Source: an optimization exercise on an open RTL-to-GDS flow (aim: small area). Production flows keep margins and buffers that such runs may drop. At most, simulation tests tie the RTL to the original design; equivalence was not proved. No activity file was given, so power comes from the tool's default toggle rates.

==> flow/design.v (excerpt) <==
module fft_dit_top (
   input  logic        clk,
   input  logic        rst_n,
   input  logic [23:0] in_x,
   input  logic        in_nd,
   output logic [23:0] out_x,
   output logic        out_nd,
   output logic        overflow
);
export LEC_CHECK = 0
export CAP_MARGIN = 20
export CORE_MARGIN = 2
export CORE_UTILIZATION = 65
export SLEW_MARGIN = 20
create_clock -name core_clock -period 10.0 [get_ports {clk}]
standard.sh (not shown) runs the stock make flow with config.mk's settings and CLKGATE_MAP_FILE= SYNTH_SCRIPT=/design/flow/synth_recipe.tcl, a recipe that flattens the netlist after the stock synthesis.
==> flow/flow/run.sh <==
#!/bin/bash
# Standard layout with a lighter clock tree and smaller port buffers:
# no dummy clock loads, mid-size clock buffers and bigger sink clusters.
set -euo pipefail
export CTS_ARGS="-sink_clustering_enable -repair_clock_nets -dont_use_dummy_load -buf_list {sky130_fd_sc_hd__clkbuf_4 sky130_fd_sc_hd__clkbuf_8} -sink_clustering_size 18 -sink_clustering_max_diameter 70"
export BUFFER_PORTS_ARGS="-buffer_cell sky130_fd_sc_hd__buf_1"
bash standard.sh > standard.log 2>&1
Then changed:
CORE_UTILIZATION = 40   (was 65)
Outcome: Maximum frequency barely changes; total power hardly moves; design area grows by 1.7%; register-to-register slack is about the same; core utilization shrinks by 27 points; sequential power barely changes; synthesized cell count does not change; non-clock buffer count grows by 1; clock power grows by about 3%.

Another version of the RTL of fft_dit_top (not shown whole).
Size in the first run: ~960 cells after synthesis, roughly 440 flip-flops, roughly 53 I/O pins, about 0.013 mm² of cells after synthesis.
==> flow/config.mk <==
export PLATFORM = sky130hd
export DESIGN_NAME = fft_dit_top
export DESIGN_NICKNAME = fft_dit_top
export VERILOG_FILES = /design/flow/design.v
export SDC_FILE = /design/flow/constraint.sdc
export NUM_CORES = 4
export LEC_CHECK = 0
export CAP_MARGIN = 20
export CORE_MARGIN = 2
export CORE_UTILIZATION = 40
export SLEW_MARGIN = 20
==> flow/constraint.sdc <==
create_clock -name core_clock -period 10.0 [get_ports {clk}]
set_input_delay 2.0000 -clock core_clock [delete_from_list [all_inputs] [get_ports {clk}]]
set_output_delay 2.0000 -clock core_clock [all_outputs]
set_load 0.01 [all_outputs]
==> flow/flow/run.sh <==
#!/bin/bash
# Standard layout with a lighter clock tree and smaller port buffers:
# no dummy clock loads, mid-size clock buffers and bigger sink clusters.
set -euo pipefail
export CTS_ARGS="-sink_clustering_enable -repair_clock_nets -dont_use_dummy_load -buf_list {sky130_fd_sc_hd__clkbuf_4 sky130_fd_sc_hd__clkbuf_8} -sink_clustering_size 20 -sink_clustering_max_diameter 60"
export BUFFER_PORTS_ARGS="-buffer_cell sky130_fd_sc_hd__buf_1"
bash standard.sh > standard.log 2>&1
Then changed:
==> flow/flow/run.sh (replaced) <==
#!/bin/bash
# Standard layout with a lighter clock tree and smaller port buffers:
# no dummy clock loads, mid-size clock buffers and bigger sink clusters.
set -euo pipefail
export CTS_ARGS="-sink_clustering_enable -repair_clock_nets -dont_use_dummy_load -buf_list {sky130_fd_sc_hd__clkbuf_4 sky130_fd_sc_hd__clkbuf_8} -sink_clustering_size 18 -sink_clustering_max_diameter 70"
export BUFFER_PORTS_ARGS="-buffer_cell sky130_fd_sc_hd__buf_1"
bash standard.sh > standard.log 2>&1
Result:
- The changed run completed with no timing, DRC or antenna violations
- wire length falls slightly
- final cell count hardly moves
- setup slack gets worse by 64 ps
- via count drops slightly
- cell area is about the same
- sequential power is about the same
Function was not checked in any run of this note: the RTL went through the layout flow alone.

## willow
Another version of the RTL of fft_dit_top (not shown whole).
Size in the first run: about 460 flip-flops, ~53 I/O pins, about 13000 µm² of cells after synthesis.
export LEC_CHECK = 0
export CAP_MARGIN = 20
export CORE_MARGIN = 2
export CORE_UTILIZATION = 40
export CTS_BUF_LIST = sky130_fd_sc_hd__clkbuf_4
export SLEW_MARGIN = 20
create_clock -name core_clock -period 10.0 [get_ports {clk}]
run.sh (not shown) runs the stock make flow with config.mk's settings and CLKGATE_MAP_FILE= SYNTH_SCRIPT=/design/flow/synth_recipe.tcl, a recipe that flattens the netlist after the stock synthesis.
Stock flow here: none of the scripts above is used.
[inputs] juniper vs willow
==> flow/flow/run.sh (new file) <==
#!/bin/bash
# Standard layout with a lighter clock tree and smaller port buffers:
# no dummy clock loads, mid-size clock buffers and bigger sink clusters.
set -euo pipefail
export CTS_ARGS="-sink_clustering_enable -repair_clock_nets -dont_use_dummy_load -buf_list {sky130_fd_sc_hd__clkbuf_4 sky130_fd_sc_hd__clkbuf_8} -sink_clustering_size 20 -sink_clustering_max_diameter 80"
export BUFFER_PORTS_ARGS="-buffer_cell sky130_fd_sc_hd__buf_1"
bash standard.sh > standard.log 2>&1
==> flow/standard.sh (new file) <==
#!/bin/bash
# synth_recipe.tcl (not shown) runs the flow's synth.tcl, then flattens the netlist and writes it again
# the make line also repeats each setting of config.mk as NAME=value (left out here)
make -C /OpenROAD-flow-scripts/flow DESIGN_CONFIG=/design/flow/config.mk WORK_HOME=/design/flow/orfs CLKGATE_MAP_FILE= SYNTH_SCRIPT=/design/flow/synth_recipe.tcl "${@:-finish}"
-- flow/config.mk --
<<< willow, line 10
export CORE_UTILIZATION = 40
export CTS_BUF_LIST = sky130_fd_sc_hd__clkbuf_4
export SLEW_MARGIN = 20
>>> juniper, line 10
export CORE_UTILIZATION = 40
export SLEW_MARGIN = 20
removed: flow/run.sh
Higher wire length of the first global-routing pass among willow and juniper: willow
Looking only at H-tree level count, and setting everything else aside, the higher value of willow and juniper goes to willow.
From juniper to willow, sequential cell area fraction in the yosys report did not move at all.
Of willow and juniper, the higher area growth from synthesis to final layout belongs to willow.

Another version of the RTL of fft_dit_top (not shown whole).
For scale: ~950 cells after synthesis, about 430 flip-flops, about 53 I/O pins, ~0.012 mm2 of cells after synthesis.
==> flow/config.mk <==
export PLATFORM = sky130hd
export DESIGN_NAME = fft_dit_top
export DESIGN_NICKNAME = fft_dit_top
export VERILOG_FILES = /design/flow/design.v
export SDC_FILE = /design/flow/constraint.sdc
export NUM_CORES = 4
export LEC_CHECK = 0
export CAP_MARGIN = 20
export CORE_MARGIN = 2
export CORE_UTILIZATION = 40
export SLEW_MARGIN = 20
==> flow/constraint.sdc <==
create_clock -name core_clock -period 10.0 [get_ports {clk}]
set_input_delay 2.0000 -clock core_clock [delete_from_list [all_inputs] [get_ports {clk}]]
set_output_delay 2.0000 -clock core_clock [all_outputs]
set_load 0.01 [all_outputs]
standard.sh (not shown) runs the stock make flow with config.mk's settings and CLKGATE_MAP_FILE= SYNTH_SCRIPT=/design/flow/synth_recipe.tcl, a recipe that flattens the netlist after the stock synthesis.
==> flow/flow/run.sh <==
#!/bin/bash
# Standard layout with a lighter clock tree and smaller port buffers:
# no dummy clock loads, mid-size clock buffers and bigger sink clusters.
set -euo pipefail
export CTS_ARGS="-sink_clustering_enable -repair_clock_nets -dont_use_dummy_load -buf_list {sky130_fd_sc_hd__clkbuf_8} -sink_clustering_size 22 -sink_clustering_max_diameter 60"
export BUFFER_PORTS_ARGS="-buffer_cell sky130_fd_sc_hd__buf_1"
bash standard.sh > standard.log 2>&1
Next try:
==> flow/flow/run.sh (replaced) <==
#!/bin/bash
# Standard layout with a lighter clock tree and smaller port buffers:
# no dummy clock loads, mid-size clock buffers and bigger sink clusters.
set -euo pipefail
export CTS_ARGS="-sink_clustering_enable -repair_clock_nets -dont_use_dummy_load -buf_list {sky130_fd_sc_hd__clkbuf_8 sky130_fd_sc_hd__clkbuf_16} -sink_clustering_size 30 -sink_clustering_max_diameter 60"
export BUFFER_PORTS_ARGS="-buffer_cell sky130_fd_sc_hd__buf_1"
bash standard.sh > standard.log 2>&1
The changed run finished with timing, DRC and antenna clean.
Sequential share of layout area fell by 1.3 points.
Power increases by 9.0%.
Combinational power stays flat.
Sequential power hardly moves.
Synthesized cell count is unchanged.
Critical path depth does not change.
Core utilization goes up by 0.90 points.
Next try:
==> flow/flow/run.sh (replaced) <==
#!/bin/bash
# Standard layout with a lighter clock tree and smaller port buffers:
# no dummy clock loads, mid-size clock buffers and bigger sink clusters.
set -euo pipefail
export CTS_ARGS="-sink_clustering_enable -repair_clock_nets -dont_use_dummy_load -buf_list {sky130_fd_sc_hd__clkbuf_4 sky130_fd_sc_hd__clkbuf_8} -sink_clustering_size 18 -sink_clustering_max_diameter 70"
export BUFFER_PORTS_ARGS="-buffer_cell sky130_fd_sc_hd__buf_1"
bash standard.sh > standard.log 2>&1
The new run finished with timing, DRC and antenna clean. First-iteration DRC count came out higher by a few percent. Clock power came out lower by about a fifth. Die area stays the same. Power came out lower by a little under a tenth. Synthesized area stays the same. Worst setup slack gets worse by 83 ps. Routed wire length came out higher slightly. Register-to-register slack gets worse by 80 ps. Design area came out lower slightly. Utilization came out lower by 0.81 points. Hold slack gets better by 5.2 ps.

job 3384:
Another version of the RTL of fft_dit_top (not shown whole).
Size in the first run: about 900 cells after synthesis, roughly 430 flip-flops, about 53 I/O pins, about 12,000 um2 of cells after synthesis.
make LEC_CHECK=0 CAP_MARGIN=20 CORE_MARGIN=2 CORE_UTILIZATION=40 SLEW_MARGIN=20 finish   # period 10.0 ns
run.sh (not shown) runs the stock make flow with config.mk's settings and CLKGATE_MAP_FILE= SYNTH_SCRIPT=/design/flow/synth_recipe.tcl, a recipe that flattens the netlist after the stock synthesis.
Stock flow here: none of the scripts above is used.
Job 3384 | stages: all done | timing, DRC, antenna: all pass
Edits applied to the flow inputs when going from job 3384 to job 8038:
Settings: swapping 20 for 0 in CAP_MARGIN; swapping 20 for 0 in SLEW_MARGIN.
==> flow/flow/run.sh (new file) <==
#!/bin/bash
# Standard layout with a lighter clock tree and smaller port buffers:
# no dummy clock loads, mid-size clock buffers and bigger sink clusters.
set -euo pipefail
export CTS_ARGS="-sink_clustering_enable -repair_clock_nets -dont_use_dummy_load -buf_list {sky130_fd_sc_hd__clkbuf_4 sky130_fd_sc_hd__clkbuf_8} -sink_clustering_size 18 -sink_clustering_max_diameter 70"
export BUFFER_PORTS_ARGS="-buffer_cell sky130_fd_sc_hd__buf_1"
bash standard.sh > standard.log 2>&1
==> flow/standard.sh (new file) <==
#!/bin/bash
# synth_recipe.tcl (not shown) runs the flow's synth.tcl, then flattens the netlist and writes it again
# the make line also repeats each setting of config.mk as NAME=value (left out here)
make -C /OpenROAD-flow-scripts/flow DESIGN_CONFIG=/design/flow/config.mk WORK_HOME=/design/flow/orfs CLKGATE_MAP_FILE= SYNTH_SCRIPT=/design/flow/synth_recipe.tcl "${@:-finish}"
removed: flow/run.sh
==> run notes <==
Per the comparison of job 8038 with job 3384, aggregate global-route resource usage decreased 0.58 points; layout cell share with drive strength beyond 1 moved down; first-pass GRT wire length down 3.4%. Compared with job 3384, in job 8038 switching power as a share of total power rose by 0.57 points, reg2reg setup slack has increased, count of clock-buffer cells in the layout lower. Of the two values seen for cell at the slowest stage of the critical path, sky130_fd_sc_hd__and2_1 was produced by job 3384 and sky130_fd_sc_hd__a21oi_2 by job 8038. Measured against each other, job 8038 and job 3384 differ in total clock buffers created by CTS, the lower figure coming from job 8038. Comparing job 8038 and job 3384, the lower cell area is on job 8038.
diff inputs: job 8038 => job 8656
Settings: SLEW_MARGIN changed from 0 to 20; CAP_MARGIN changed from 0 to 20.
==> run notes <==
Reported for job 8656 and job 8038, post-route fraction of the period consumed by the critical path turned out identical to the last digit. Job 8038 and job 8656 ended up with roughly the same via count. Post-layout minimum cycle time came out exactly the same in job 8656 and job 8038. Job 8656 against job 8038: sequential share of layout area neither gained nor lost much; total met3 wirelength after detailed routing neither gained nor lost much.

fft_dit_top, a different RTL version from the one above (not shown whole).
For scale: ~950 cells after synthesis, roughly 53 I/O pins.
## fft_dit_top
module fft_dit_top (
   input  logic        clk,
   input  logic        rst_n,
   input  logic [23:0] in_x,
   input  logic        in_nd,
   output logic [23:0] out_x,
   output logic        out_nd,
   output logic        overflow
);
Settings: LEC_CHECK=0, CAP_MARGIN=20, CORE_MARGIN=2, CORE_UTILIZATION=40, SLEW_MARGIN=20; clock period 10.0 ns.
standard.sh (not shown) runs the stock make flow with config.mk's settings and CLKGATE_MAP_FILE= SYNTH_SCRIPT=/design/flow/synth_recipe.tcl, a recipe that flattens the netlist after the stock synthesis.
==> flow/flow/run.sh <==
#!/bin/bash
# Standard layout with a lighter clock tree and smaller port buffers:
# no dummy clock loads, mid-size clock buffers and bigger sink clusters.
set -euo pipefail
export CTS_ARGS="-sink_clustering_enable -repair_clock_nets -dont_use_dummy_load -buf_list {sky130_fd_sc_hd__clkbuf_4 sky130_fd_sc_hd__clkbuf_8} -sink_clustering_size 16 -sink_clustering_max_diameter 60"
export BUFFER_PORTS_ARGS="-buffer_cell sky130_fd_sc_hd__buf_1"
bash standard.sh > standard.log 2>&1
==> next run, changes <==
==> flow/flow/run.sh (replaced) <==
#!/bin/bash
# Standard layout with a lighter clock tree and smaller port buffers:
# no dummy clock loads, mid-size clock buffers and bigger sink clusters.
set -euo pipefail
export CTS_ARGS="-sink_clustering_enable -repair_clock_nets -dont_use_dummy_load -buf_list {sky130_fd_sc_hd__clkbuf_8 sky130_fd_sc_hd__clkbuf_16} -sink_clustering_size 24 -sink_clustering_max_diameter 100"
export BUFFER_PORTS_ARGS="-buffer_cell sky130_fd_sc_hd__buf_1"
bash standard.sh > standard.log 2>&1
- The changed run ran to the end with no violations
- via count goes down by 0.75%
- wire length goes down by 0.35%
- clock power goes up by about 11%
- final cell count goes down by 0.92%
- sequential power barely changes
- final area goes up by 0.57%
- count of clock-buffer cells in the layout goes down by 13
- die area does not change
==> next run, changes <==
==> flow/flow/run.sh (replaced) <==
#!/bin/bash
# Standard layout with a lighter clock tree and smaller port buffers:
# no dummy clock loads, mid-size clock buffers and bigger sink clusters.
set -euo pipefail
export CTS_ARGS="-sink_clustering_enable -repair_clock_nets -dont_use_dummy_load -buf_list {sky130_fd_sc_hd__clkbuf_4 sky130_fd_sc_hd__clkbuf_8} -sink_clustering_size 20 -sink_clustering_max_diameter 80"
export BUFFER_PORTS_ARGS="-buffer_cell sky130_fd_sc_hd__buf_1"
bash standard.sh > standard.log 2>&1
Effect: Setup slack gets better by 0.018 ns. Wire length barely changes. Synthesized cell count stays the same. Core utilization falls by 0.64 points. Area after synthesis does not change.
Function was not checked in any run of this note: the RTL went through the layout flow alone.

== run a ==
Another version of the RTL of fft_dit_top (not shown whole).
Size: ~900 cells after synthesis, ~430 flip-flops, about 53 I/O pins, ~12000 um2 of cells after synthesis.
Settings: LEC_CHECK=0, CAP_MARGIN=20, CORE_MARGIN=2, CORE_UTILIZATION=40, SLEW_MARGIN=20; clock period 10.0 ns.
==> flow/flow/run.sh <==
#!/bin/bash
# Standard layout with a lighter clock tree, smaller port buffers and no
# half-adder cells: no dummy clock loads, mid-size clock buffers and bigger
# sink clusters; yosys's half adders often stand in for a single AND gate
# of a decoder, so synthesis leaves them out (full adders stay).
set -euo pipefail
export CTS_ARGS="-sink_clustering_enable -repair_clock_nets -dont_use_dummy_load -buf_list {sky130_fd_sc_hd__clkbuf_4 sky130_fd_sc_hd__clkbuf_8} -sink_clustering_size 18 -sink_clustering_max_diameter 70"
export BUFFER_PORTS_ARGS="-buffer_cell sky130_fd_sc_hd__buf_1"
export DONT_USE_CELLS="sky130_fd_sc_hd__ha_1 sky130_fd_sc_hd__ha_2 sky130_fd_sc_hd__ha_4"
bash standard.sh > standard.log 2>&1
In summary, run a completed successfully, with a layout that passed the timing, DRC and antenna checks.
Changes in run b relative to run a:
==> flow/flow/run.sh <==
#!/bin/bash
# Standard layout with a lighter clock tree and smaller port buffers:
# no dummy clock loads, mid-size clock buffers and bigger sink clusters.
set -euo pipefail
export CTS_ARGS="-sink_clustering_enable -repair_clock_nets -dont_use_dummy_load -buf_list {sky130_fd_sc_hd__clkbuf_4 sky130_fd_sc_hd__clkbuf_8} -sink_clustering_size 18 -sink_clustering_max_diameter 70"
export BUFFER_PORTS_ARGS="-buffer_cell sky130_fd_sc_hd__buf_1"
bash standard.sh > standard.log 2>&1
==> run notes <==
All of run b and run a finish clean. As far as horizontal die dimension is concerned, run b and run a perform about the same. Met1 usage in global routing essentially unchanged between run a and run b. Run a -> run b: post-route total power delta 0, exact match. Placer congestion estimate: run b vs run a identical. Comparing run b with run a, the power density of the placed cells came out essentially unchanged. The data required time at the worst endpoint on run a is in line with that on run b. From run a to run b, global-route usage did not move at all. The part of the total power dissipated in combinational logic of run a and that of run b are within noise of each other. Reported for run b and run a, initial core utilization turned out identical to the last digit.
No functional check of the RTL was part of any run of this note.

what the ideal ports hide:
In the flow no input, the clock included, has a driving cell. The finished layouts below were timed again as built, in two steps. Step 1, drivers: a clkbuf_16 drives clk and a buf_2 each remaining input, both assumed. Step 2, shift: input delay + t, output delay - t, t = (earliest + latest rising clock arrival at the registers) / 2. This alone moves slack from input paths to output paths. a / b / c = ideal ports / drivers / drivers and shift; a / b = the first two.
run | t (ns) | setup slack, ns | hold WS [ns] | worst setup path after step 2 | latest minus earliest clock arrival (ns)
the first run of note 1 | 0.602 | 1.278 / 1.278 / 1.278 | 0.292 / 0.292 / 0.292 | register to register | 0.087 / 0.087
the second run of note 1 | 0.607 | 1.283 / 1.283 / 1.283 | 0.273 / 0.273 / 0.273 | register to register | 0.089 / 0.088
the first run of note 2 | 0.615 | 1.205 / 1.205 / 1.205 | 0.289 / 0.289 / 0.289 | register to register | 0.059 / 0.059
the second run of note 2 | 0.614 | 1.140 / 1.140 / 1.140 | 0.305 / 0.305 / 0.305 | register to register | 0.058 / 0.058
willow | 0.781 | 1.091 / 1.091 / 1.091 | 0.283 / 0.283 / 0.283 | register to register | 0.063 / 0.063
juniper | 0.619 | 1.235 / 1.235 / 1.235 | 0.296 / 0.296 / 0.296 | register to register | 0.084 / 0.084
the first run of note 4 | 0.613 | 1.132 / 1.132 / 1.132 | 0.234 / 0.234 / 0.234 | register to register | 0.096 / 0.096
the second run of note 4 | 0.579 | 1.182 / 1.182 / 1.182 | 0.243 / 0.243 / 0.243 | register to register | 0.097 / 0.097
the third run of note 4 | 0.625 | 1.099 / 1.099 / 1.099 | 0.248 / 0.248 / 0.248 | register to register | 0.083 / 0.083
job 3384 | 0.575 | 1.221 / 1.221 / 1.221 | 0.313 / 0.313 / 0.313 | register to register | 0.017 / 0.017
job 8038 | 0.613 | 1.266 / 1.266 / 1.266 | 0.308 / 0.308 / 0.308 | register to register | 0.061 / 0.061
job 8656 | 0.613 | 1.266 / 1.266 / 1.266 | 0.308 / 0.308 / 0.308 | register to register | 0.061 / 0.061
the first run of note 6 | 0.549 | 0.626 / 0.626 / 0.626 | 0.286 / 0.286 / 0.286 | register to register | 0.068 / 0.068
the second run of note 6 | 0.561 | 0.605 / 0.605 / 0.605 | 0.265 / 0.265 / 0.265 | register to register | 0.058 / 0.057
the third run of note 6 | 0.613 | 0.623 / 0.623 / 0.623 | 0.274 / 0.274 / 0.274 | register to register | 0.073 / 0.073
run a | 0.609 | 1.278 / 1.278 / 1.278 | 0.297 / 0.297 / 0.297 | register to register | 0.074 / 0.075
run b | 0.609 | 1.278 / 1.278 / 1.278 | 0.297 / 0.297 / 0.297 | register to register | 0.074 / 0.075
After both steps setup and hold are still met in every run listed.
